Source: an optimization exercise on an open RTL-to-GDS flow (aim: a short achievable clock period and few clock cycles per item). Production flows keep margins and buffers that such runs may drop.
Only simulation tests tie the RTL to the original design; equivalence was not proved.
Power is estimated from default activity; no workload was simulated.

File: design/flow/design.v
package gbn_pkg;
	localparam int WINDOW_DEPTH_DEF  = 4;
	localparam int PENDING_DEPTH_DEF = 16;
	localparam int SEQ_W   = 32;
	localparam int TAG_W   = 6;
	localparam int LEN_W   = 7;
	localparam int LIMIT_W = 3;
	localparam logic [LIMIT_W-1:0] LIMIT_RESET = LIMIT_W'(4);
	localparam logic [1:0] ACT_SEND    = 2'd0;
	localparam logic [1:0] ACT_TIMEOUT = 2'd1;
	localparam logic [1:0] ACT_ACK     = 2'd2;
	typedef struct packed {
		logic [SEQ_W-1:0] seq;
		logic [TAG_W-1:0] tag;
		logic [LEN_W-1:0] len;
	} frame_t;
	typedef struct packed {
		logic shift;
		logic recirc;
		logic append;
	} win_ctrl_t;
endpackage
module gbn_cell (
	input  logic             clk,
	input  logic             arst_n,
	input  gbn_pkg::win_ctrl_t ctrl,
	input  logic             prev_valid,
	input  logic             next_valid,
	input  gbn_pkg::frame_t  next_frame,
	input  gbn_pkg::frame_t  head_frame,
	input  gbn_pkg::frame_t  append_frame,
	output logic             valid,
	output gbn_pkg::frame_t  frame
);
	logic            valid_q;
	gbn_pkg::frame_t frame_q;
	always_ff @(posedge clk or negedge arst_n) begin
		if (!arst_n) begin
			valid_q <= 1'b0;
		end else if (ctrl.shift) begin
			valid_q <= next_valid | (ctrl.recirc & valid_q);
		end else if (ctrl.append && !valid_q && prev_valid) begin
			valid_q <= 1'b1;
		end
	end
	always_ff @(posedge clk) begin
		if (ctrl.shift) begin
			if (next_valid) begin
				frame_q <= next_frame;
			end else if (ctrl.recirc && valid_q) begin
				frame_q <= head_frame;
			end
		end else if (ctrl.append && !valid_q && prev_valid) begin
			frame_q <= append_frame;
		end
	end
	assign valid = valid_q;
	assign frame = frame_q;
endmodule
module gbn_pend_fifo #(
	parameter int DEPTH = gbn_pkg::PENDING_DEPTH_DEF
) (
	input  logic                       clk,
	input  logic                       arst_n,
	input  logic                       wr_en,
	input  gbn_pkg::frame_t            wr_data,
	input  logic                       rd_en,
	output gbn_pkg::frame_t            rd_data,
	output logic [$clog2(DEPTH+1)-1:0] count
);
	localparam int PW = $clog2(DEPTH);
	localparam int NW = $clog2(DEPTH + 1);
	logic [gbn_pkg::SEQ_W+gbn_pkg::TAG_W+gbn_pkg::LEN_W-1:0] mem [DEPTH];
	gbn_pkg::frame_t rd_data_q;
	logic [PW-1:0]   head_q;
	logic [PW-1:0]   tail_q;
	logic [NW-1:0]   count_q;
	always_ff @(posedge clk) begin
		if (wr_en) begin
			mem[tail_q] <= wr_data;
		end
		if (rd_en) begin
			rd_data_q <= mem[head_q];
		end
	end
	always_ff @(posedge clk or negedge arst_n) begin
		if (!arst_n) begin
			head_q  <= '0;
			tail_q  <= '0;
			count_q <= '0;
		end else begin
			if (wr_en) begin
				tail_q <= (tail_q == PW'(DEPTH - 1)) ? '0 : tail_q + 1'b1;
			end
			if (rd_en) begin
				head_q <= (head_q == PW'(DEPTH - 1)) ? '0 : head_q + 1'b1;
			end
			if (wr_en && !rd_en) begin
				count_q <= count_q + 1'b1;
			end else if (rd_en && !wr_en) begin
				count_q <= count_q - 1'b1;
			end
		end
	end
	assign rd_data = rd_data_q;
	assign count   = count_q;
endmodule
module go_back_n_sender_core #(
	parameter int WINDOW_DEPTH  = gbn_pkg::WINDOW_DEPTH_DEF,
	parameter int PENDING_DEPTH = gbn_pkg::PENDING_DEPTH_DEF
) (
	input  logic                         clk,
	input  logic                         arst_n,
	input  logic                         cfg_wr_en,
	input  logic [gbn_pkg::LIMIT_W-1:0]  cfg_wr_data,
	input  logic                         in_valid,
	output logic                         in_stall,
	input  logic [1:0]                   action,
	input  logic [gbn_pkg::SEQ_W-1:0]    frame_seq,
	input  logic [gbn_pkg::TAG_W-1:0]    frame_tag,
	input  logic [gbn_pkg::LEN_W-1:0]    frame_length,
	input  logic [gbn_pkg::SEQ_W-1:0]    ack_number,
	output logic                         out_valid,
	input  logic                         out_stall,
	output logic [gbn_pkg::SEQ_W-1:0]    out_seq,
	output logic [gbn_pkg::TAG_W-1:0]    out_tag,
	output logic [gbn_pkg::LEN_W-1:0]    out_length,
	output logic                         dropped,
	output logic                         last
);
	localparam int CW  = $clog2(WINDOW_DEPTH + 1);
	localparam int LW  = (CW > gbn_pkg::LIMIT_W) ? CW : gbn_pkg::LIMIT_W;
	localparam int NW  = $clog2(PENDING_DEPTH + 1);
	localparam int FW  = gbn_pkg::SEQ_W + gbn_pkg::TAG_W + gbn_pkg::LEN_W;
	localparam logic [2:0] ST_IDLE   = 3'd0;
	localparam logic [2:0] ST_RETIRE = 3'd1;
	localparam logic [2:0] ST_REFILL = 3'd2;
	localparam logic [2:0] ST_EMIT   = 3'd3;
	localparam logic [2:0] ST_ROTATE = 3'd4;
	localparam logic [2:0] ST_DROP   = 3'd5;
	logic [2:0]                  state_q;
	logic [gbn_pkg::LIMIT_W-1:0] limit_q;
	logic [CW-1:0]               win_count_q;
	logic [CW-1:0]               rot_q;
	logic [gbn_pkg::SEQ_W-1:0]   ack_q;
	logic                        drop_q;
	logic                        emitted_q;
	logic                        out_valid_q;
	gbn_pkg::frame_t             out_frame_q;
	logic                        dropped_q;
	logic                        last_q;
	logic                        accept;
	logic                        out_free;
	logic                        out_load;
	gbn_pkg::frame_t             out_frame_d;
	logic                        dropped_d;
	logic                        last_d;
	logic [LW-1:0]               lim;
	logic [LW:0]                 win_ext;
	logic                        can_refill;
	logic                        retire_hit;
	gbn_pkg::win_ctrl_t          ctrl;
	logic [WINDOW_DEPTH*FW-1:0]  win_frame;
	gbn_pkg::frame_t             win_head;
	logic [WINDOW_DEPTH-1:0]     win_valid;
	logic                        fifo_wr;
	logic                        fifo_rd;
	gbn_pkg::frame_t             fifo_wr_data;
	gbn_pkg::frame_t             fifo_rd_data;
	logic [NW-1:0]               pend_count;
	assign accept   = in_valid && !in_stall;
	assign in_stall = (state_q != ST_IDLE);
	assign out_free = !out_valid_q || !out_stall;
	always_comb begin
		if (limit_q == '0) begin
			lim = LW'(1);
		end else if (LW'(limit_q) > LW'(WINDOW_DEPTH)) begin
			lim = LW'(WINDOW_DEPTH);
		end else begin
			lim = LW'(limit_q);
		end
	end
	assign win_ext    = {1'b0, LW'(win_count_q)};
	assign can_refill = (win_ext < {1'b0, lim}) && (pend_count != '0);
	assign win_head   = win_frame[0 +: FW];
	assign retire_hit = win_valid[0] && (win_head.seq <= ack_q);
	assign fifo_wr_data = {frame_seq, frame_tag, frame_length};
	assign fifo_wr      = accept && (action == gbn_pkg::ACT_SEND)
	                      && (pend_count != NW'(PENDING_DEPTH));
	assign fifo_rd      = (state_q == ST_REFILL) && can_refill;
	always_comb begin
		ctrl        = '0;
		out_load    = 1'b0;
		out_frame_d = fifo_rd_data;
		dropped_d   = drop_q;
		last_d      = 1'b0;
		unique case (state_q)
			ST_RETIRE: begin
				ctrl.shift = retire_hit;
			end
			ST_EMIT: begin
				out_load    = out_free;
				ctrl.append = out_free;
				last_d      = (win_ext + 1'b1 >= {1'b0, lim}) || (pend_count == '0);
			end
			ST_ROTATE: begin
				out_load    = out_free;
				ctrl.shift  = out_free;
				ctrl.recirc = 1'b1;
				out_frame_d = win_frame[0 +: FW];
				dropped_d   = 1'b0;
				last_d      = (rot_q + CW'(1)) == win_count_q;
			end
			ST_DROP: begin
				out_load    = out_free;
				out_frame_d = '0;
				dropped_d   = 1'b1;
				last_d      = 1'b1;
			end
			default: begin
			end
		endcase
	end
	always_ff @(posedge clk or negedge arst_n) begin
		if (!arst_n) begin
			limit_q <= gbn_pkg::LIMIT_RESET;
		end else if (cfg_wr_en) begin
			limit_q <= cfg_wr_data;
		end
	end
	always_ff @(posedge clk or negedge arst_n) begin
		if (!arst_n) begin
			state_q     <= ST_IDLE;
			win_count_q <= '0;
			rot_q       <= '0;
			drop_q      <= 1'b0;
			emitted_q   <= 1'b0;
		end else begin
			unique case (state_q)
				ST_IDLE: begin
					emitted_q <= 1'b0;
					rot_q     <= '0;
					if (accept) begin
						priority case (action)
							gbn_pkg::ACT_SEND: begin
								drop_q  <= (pend_count == NW'(PENDING_DEPTH));
								state_q <= ST_REFILL;
							end
							gbn_pkg::ACT_TIMEOUT: begin
								if (win_count_q != '0) begin
									state_q <= ST_ROTATE;
								end
							end
							gbn_pkg::ACT_ACK: begin
								drop_q  <= 1'b0;
								state_q <= ST_RETIRE;
							end
							default: begin
							end
						endcase
					end
				end
				ST_RETIRE: begin
					if (retire_hit) begin
						win_count_q <= win_count_q - 1'b1;
					end else begin
						state_q <= ST_REFILL;
					end
				end
				ST_REFILL: begin
					if (can_refill) begin
						state_q <= ST_EMIT;
					end else if (drop_q && !emitted_q) begin
						state_q <= ST_DROP;
					end else begin
						state_q <= ST_IDLE;
					end
				end
				ST_EMIT: begin
					if (out_free) begin
						win_count_q <= win_count_q + 1'b1;
						emitted_q   <= 1'b1;
						state_q     <= ST_REFILL;
					end
				end
				ST_ROTATE: begin
					if (out_free) begin
						rot_q <= rot_q + 1'b1;
						if (last_d) begin
							state_q <= ST_IDLE;
						end
					end
				end
				ST_DROP: begin
					if (out_free) begin
						state_q <= ST_IDLE;
					end
				end
				default: begin
					state_q <= ST_IDLE;
				end
			endcase
		end
	end
	always_ff @(posedge clk) begin
		if (accept) begin
			ack_q <= ack_number;
		end
	end
	always_ff @(posedge clk or negedge arst_n) begin
		if (!arst_n) begin
			out_valid_q <= 1'b0;
		end else if (out_load) begin
			out_valid_q <= 1'b1;
		end else if (!out_stall) begin
			out_valid_q <= 1'b0;
		end
	end
	always_ff @(posedge clk) begin
		if (out_load) begin
			out_frame_q <= out_frame_d;
			dropped_q   <= dropped_d;
			last_q      <= last_d;
		end
	end
	assign out_valid  = out_valid_q;
	assign out_seq    = out_frame_q.seq;
	assign out_tag    = out_frame_q.tag;
	assign out_length = out_frame_q.len;
	assign dropped    = dropped_q;
	assign last       = last_q;
	gbn_pend_fifo #(
		.DEPTH (PENDING_DEPTH)
	) u_pend (
		.clk     (clk),
		.arst_n  (arst_n),
		.wr_en   (fifo_wr),
		.wr_data (fifo_wr_data),
		.rd_en   (fifo_rd),
		.rd_data (fifo_rd_data),
		.count   (pend_count)
	);
	for (genvar j = 0; j < WINDOW_DEPTH; j++) begin : g_cell
		logic            prev_v;
		logic            next_v;
		gbn_pkg::frame_t next_f;
		if (j == 0) begin : g_first
			assign prev_v = 1'b1;
		end else begin : g_mid
			assign prev_v = win_valid[j-1];
		end
		if (j == WINDOW_DEPTH - 1) begin : g_top
			assign next_v = 1'b0;
			assign next_f = '0;
		end else begin : g_below
			assign next_v = win_valid[j+1];
			assign next_f = win_frame[(j+1)*FW +: FW];
		end
		gbn_cell u_cell (
			.clk          (clk),
			.arst_n       (arst_n),
			.ctrl         (ctrl),
			.prev_valid   (prev_v),
			.next_valid   (next_v),
			.next_frame   (next_f),
			.head_frame   (win_frame[0 +: FW]),
			.append_frame (fifo_rd_data),
			.valid        (win_valid[j]),
			.frame        (win_frame[j*FW +: FW])
		);
	end
endmodule
File: design/flow/run.sh
#!/bin/bash
# synth_recipe.tcl (not shown) runs the flow's synth.tcl, then flattens the netlist and writes it again
# the make line also repeats each setting of config.mk as NAME=value (left out here)
make -C /OpenROAD-flow-scripts/flow DESIGN_CONFIG=/design/flow/config.mk WORK_HOME=/design/flow/orfs CLKGATE_MAP_FILE= SYNTH_SCRIPT=/design/flow/synth_recipe.tcl finish
File: design/flow/config.mk
export PLATFORM = sky130hd
export DESIGN_NAME = go_back_n_sender_core
export DESIGN_NICKNAME = go_back_n_sender_core
export VERILOG_FILES = /design/flow/design.v
export SDC_FILE = /design/flow/constraint.sdc
export NUM_CORES = 4
export LEC_CHECK = 0
export CAP_MARGIN = 20
export CORE_MARGIN = 2
export CORE_UTILIZATION = 40
export SLEW_MARGIN = 20
File: design/flow/constraint.sdc
create_clock -name core_clock -period 4.5 [get_ports {clk}]
set_input_delay 0.9000 -clock core_clock [delete_from_list [all_inputs] [get_ports {clk}]]
set_output_delay 0.9000 -clock core_clock [all_outputs]
set_load 0.01 [all_outputs]
==> flow_metrics.py <==
metrics = {
    "synth": {
        "ys_warn_count": 3,
        "ys_types": 55,
        "syn_avg_cell_area_um2": 17.7,
        "synth_area_leader_cell": "edfxtp_1",
        "synthTopCellsByCount": "edfxtp_1 (1024), mux2_2 (184), o21ai_0 (159)",
        "synth_fa_ha_area_frac": 0.0164,
        "ys_ff_latch": 1056,
        "synthArstFlopShare": 0.0303,
        "yosys.area.top_type_share": 0.706,
        "muxShareOfSynthArea": 0.160,
        "synth_compound_area_frac": 0.0515,
        "ys_top_cells_by_area": "edfxtp_1 (71%), mux2_2 (4.8%), mux4_2 (4.7%)",
        "synth-simple-area-share": 0.0269,
        "synthXorXnorAreaFrac": 0.00302,
        "syn_nets": 2607,
        "synth_top_family_by_area": "multiplexers",
        "synth-edff-count": 1024,
        "yosysSeqAreaShare": 0.724,
        "syn_inst": 2464,
        "synth_area_mm2": 0.0436,
        "yosysMostFrequentCell": "edfxtp_1",
        "ys.flop_type": "edfxtp_1",
    },
    "cells_and_area": {
        "area_delta_synth_final_pct": 16.6,
        "fin_cells": 4150,
        "finalInstanceArea_mm2": 0.0508,
        "layout-drive-gt1-share": 0.195,
        "final_core_util": 0.469,
        "nets": 2790,
    },
    "worst_setup_path": {
        "slowest_delay_ps": 720,
        "path_cells": "ha_1, a21oi_1, o21ai_0, a2111oi_1, a21oi_1, o21ai_4, buf_4, mux2_2",
        "worstPathRequired_ps": 4910,
        "crit_path_start_kind": "flop",
        "path_class": "reg2reg",
        "worstPathArrival_ps": 4340,
        "endpoint_kind": "flop",
        "worst-path-max-fanout": 64,
        "crit_top_cell": "a21oi_1",
        "cp_slowest_cell": "buf_4",
    },
    "pwr": {
        "p_per_area_mw_per_mm2": 587,
        "power_leakage_nw": 16.7,
        "total_power_mw": 29.8,
        "ir_worst_vdd_mv": 0.367,
    },
    "clock_network": {
        "cts_buffer_depth": 3,
        "cts_buffers": 109,
        "cts-root-buf": "clkbuf_16",
        "clock_latency_ps": 680,
        "cts_tree": "built",
        "post-cts-setup-buffers": 0,
        "post_cts_resized": 0,
        "cts_hold_buf": 0,
        "clk_pin_slew_ps": 60,
        "cts.sinks": 1056,
        "ctsHtreeMaxLevel": 3,
    },
    "timing": {
        "worstMarginPinSlew_ps": 1040,
        "post-route-period-util": 0.874,
        "setup_viol": 0,
        "drv_slew": 0,
        "fin_crit_ps": 3930,
        "skew_ps": 25.7,
        "setup-tns-final_ps": 0,
        "max_freq_ghz": 0.254,
        "finalHoldWorstSlack_ps": 321,
        "slew_headroom": 0.306,
        "hold_viol_final": 0,
        "rsz0062_at_grt": "false",
        "fin_ws_ps": 568,
    },
    "routing": {
        "firstDrtPassIters": 5,
        "vias_per_cell": 5.39,
        "route.detailed.drc": 0,
        "wl_mm": 103,
        "antenna_left": 0,
        "drtIter0Drc": 1819,
        "routed-via-count": 22400,
        "wl_per_cell_um": 24.7,
    },
    "placement": {
        "place_ws_ps": 624,
        "place_area_mm2": 0.0472,
        "dp_hpwl_mm": 59.6,
        "place_congestion": 0.804,
        "dp_cells": 3950,
        "place.port_buffers": 135,
    },
    "grt": {
        "grt_max_degree": 93,
        "track_usage": 0.183,
        "grt_overflow_total": 0,
        "antenna_found_initial": 11,
        "grt_pass1_vias": 23400,
        "grt_pass1_wl_mm": 152,
    },
    "hold_path": {
        "worstHoldPathType": "in2async",
    },
    "die": {
        "io_pins": 136,
        "die_h_um": 334,
        "row_count": 121,
        "dieArea_mm2": 0.112,
        "start_util": 0.402,
        "die_w_um": 334,
        "core_mm2": 0.108,
    },
    "flow_run": {
        "max_cap_violations": 0,
    },
    "run_status": {
        "outcome": "finished clean",
    },
}
## flip-flops by register name, summed over array words and instances (netlist names)
signal	cells
u_pend.rd_data_q	45
u_pend.tail_q	4
out_frame_q	45
g_cell.u_cell.valid_q	4
emitted_q	1
last_q	1
drop_q	1
dropped_q	1
g_cell.u_cell.frame_q	180
limit_q	3
u_pend.count_q	5
win_count_q	3
u_pend.mem	720
ack_q	32
u_pend.head_q	4
rot_q	3
state_q	3
out_valid_q	1
## placed cells by master (no fill, tap or decap), drive strengths merged, types with 7 or more instances in the layout
cell | netlist | final
a21o | 7 | 7
a21oi | 68 | 68
a221oi | 45 | 45
a22oi | 45 | 45
buf | 43 | 69
bufinv | 0 | 13
clkbuf | 88 | 137
clkdlybuf4s50 | 0 | 134
clkinv | 0 | 40
dfrtp | 31 | 31
edfxtp | 1024 | 1024
ha | 54 | 54
inv | 50 | 53
mux2 | 318 | 318
mux2i | 135 | 135
mux4 | 90 | 90
nand2 | 132 | 132
nand2b | 51 | 51
nand3 | 9 | 9
nand4 | 8 | 8
nor2 | 26 | 26
nor3 | 12 | 12
o21ai | 160 | 160
xnor2 | 11 | 11
## per-layer routing
layer  GRT usage  vias up  routed length [um]
met1       0.244    11500               44400
met3      0.0394      156                5970
li1            -    10200                   -
met5           0        -                 101
met2       0.303      563               49600
met4      0.0525       14                2470
## worst max-delay path: cells and delay by family, from the launching register on
kind / cells / cell delay (ps)
muxes: 1 / 420
adders and majority gates: 1 / 340
AOI/OAI and AO/OA: 5 / 1660
DFF: 1 / 450
buffers and inverters: 1 / 720
## final timing paths
check                                              from                           end  slack (ps)  cells after the start
max                        g_cell[0].u_cell.frame_q[36]  g_cell[0].u_cell.frame_q[32]         570                      8
min                                              arst_n             u_pend.count_q[3]         320                      1
max reg2reg                g_cell[0].u_cell.frame_q[36]  g_cell[0].u_cell.frame_q[32]         570                      8
min reg2reg                           u_pend.count_q[4]             u_pend.count_q[4]         530                      1
max in group asynchronous                        arst_n              u_pend.head_q[0]        3530                      1
min in group core_clock               u_pend.count_q[4]             u_pend.count_q[4]         530                      1
## report_power, final
part / internal [mW] / total [mW] / switching [mW]
Sequential: 12.1 / 13.0 / 0.922
Clock: 5.30 / 9.02 / 3.72
Combinational: 3.45 / 7.85 / 4.40
## final cells by class
class | instances | area (um^2)
fill | 9036 | 57600
sequential | 1056 | 31600
multi-input combinational | 1227 | 11500
clock buffer | 137 | 2910
timing repair buffer | 203 | 2270
tap | 1414 | 1770
clock inverter | 60 | 648
inverter | 50 | 188
antenna | 3 | 7.51
## kinds of logic (layout without fill, tap and decap cells)
family                     count (synthesis)  count (layout)
buffers and inverters                    181             450
other                                      0               3
DFF                                     1056            1056
and+or+nand+nor                          252             252
adders and majority gates                 56              56
muxes                                    543             543
AOI/OAI and AO/OA                        361             361
xor gates and xnor gates                  15              15
Testbench counts, summed over its fixed seeds: cycles 8,585, items 2,400.

## afterwards: timing with drivers on the ports
How much do the figures lean on ideal ports? The routed layout below was timed once more, with nothing changed but the port constraints.
Step 1, drivers: a clkbuf_16 drives clk and a buf_2 each remaining input, both assumed.
Step 2 adds t to the input delays and takes it off the output delays; t is the mean of the earliest and latest rising clock arrival at the registers after step 1. Input paths then give back, and output paths get back, about the clock's delay inside the block.
Three values: ideal, step 1, step 2; two values: the first two.
t (ns): 0.732
setup WS [ns]: 0.568 / 0.568 / 0.568
slew at the worst register clock pin (ns): 0.06 / 0.06
After both steps this run still meets setup and hold. For this run, drivers alone change the setup slack by 0.000 ns; drivers and shift together by 0.000 ns.
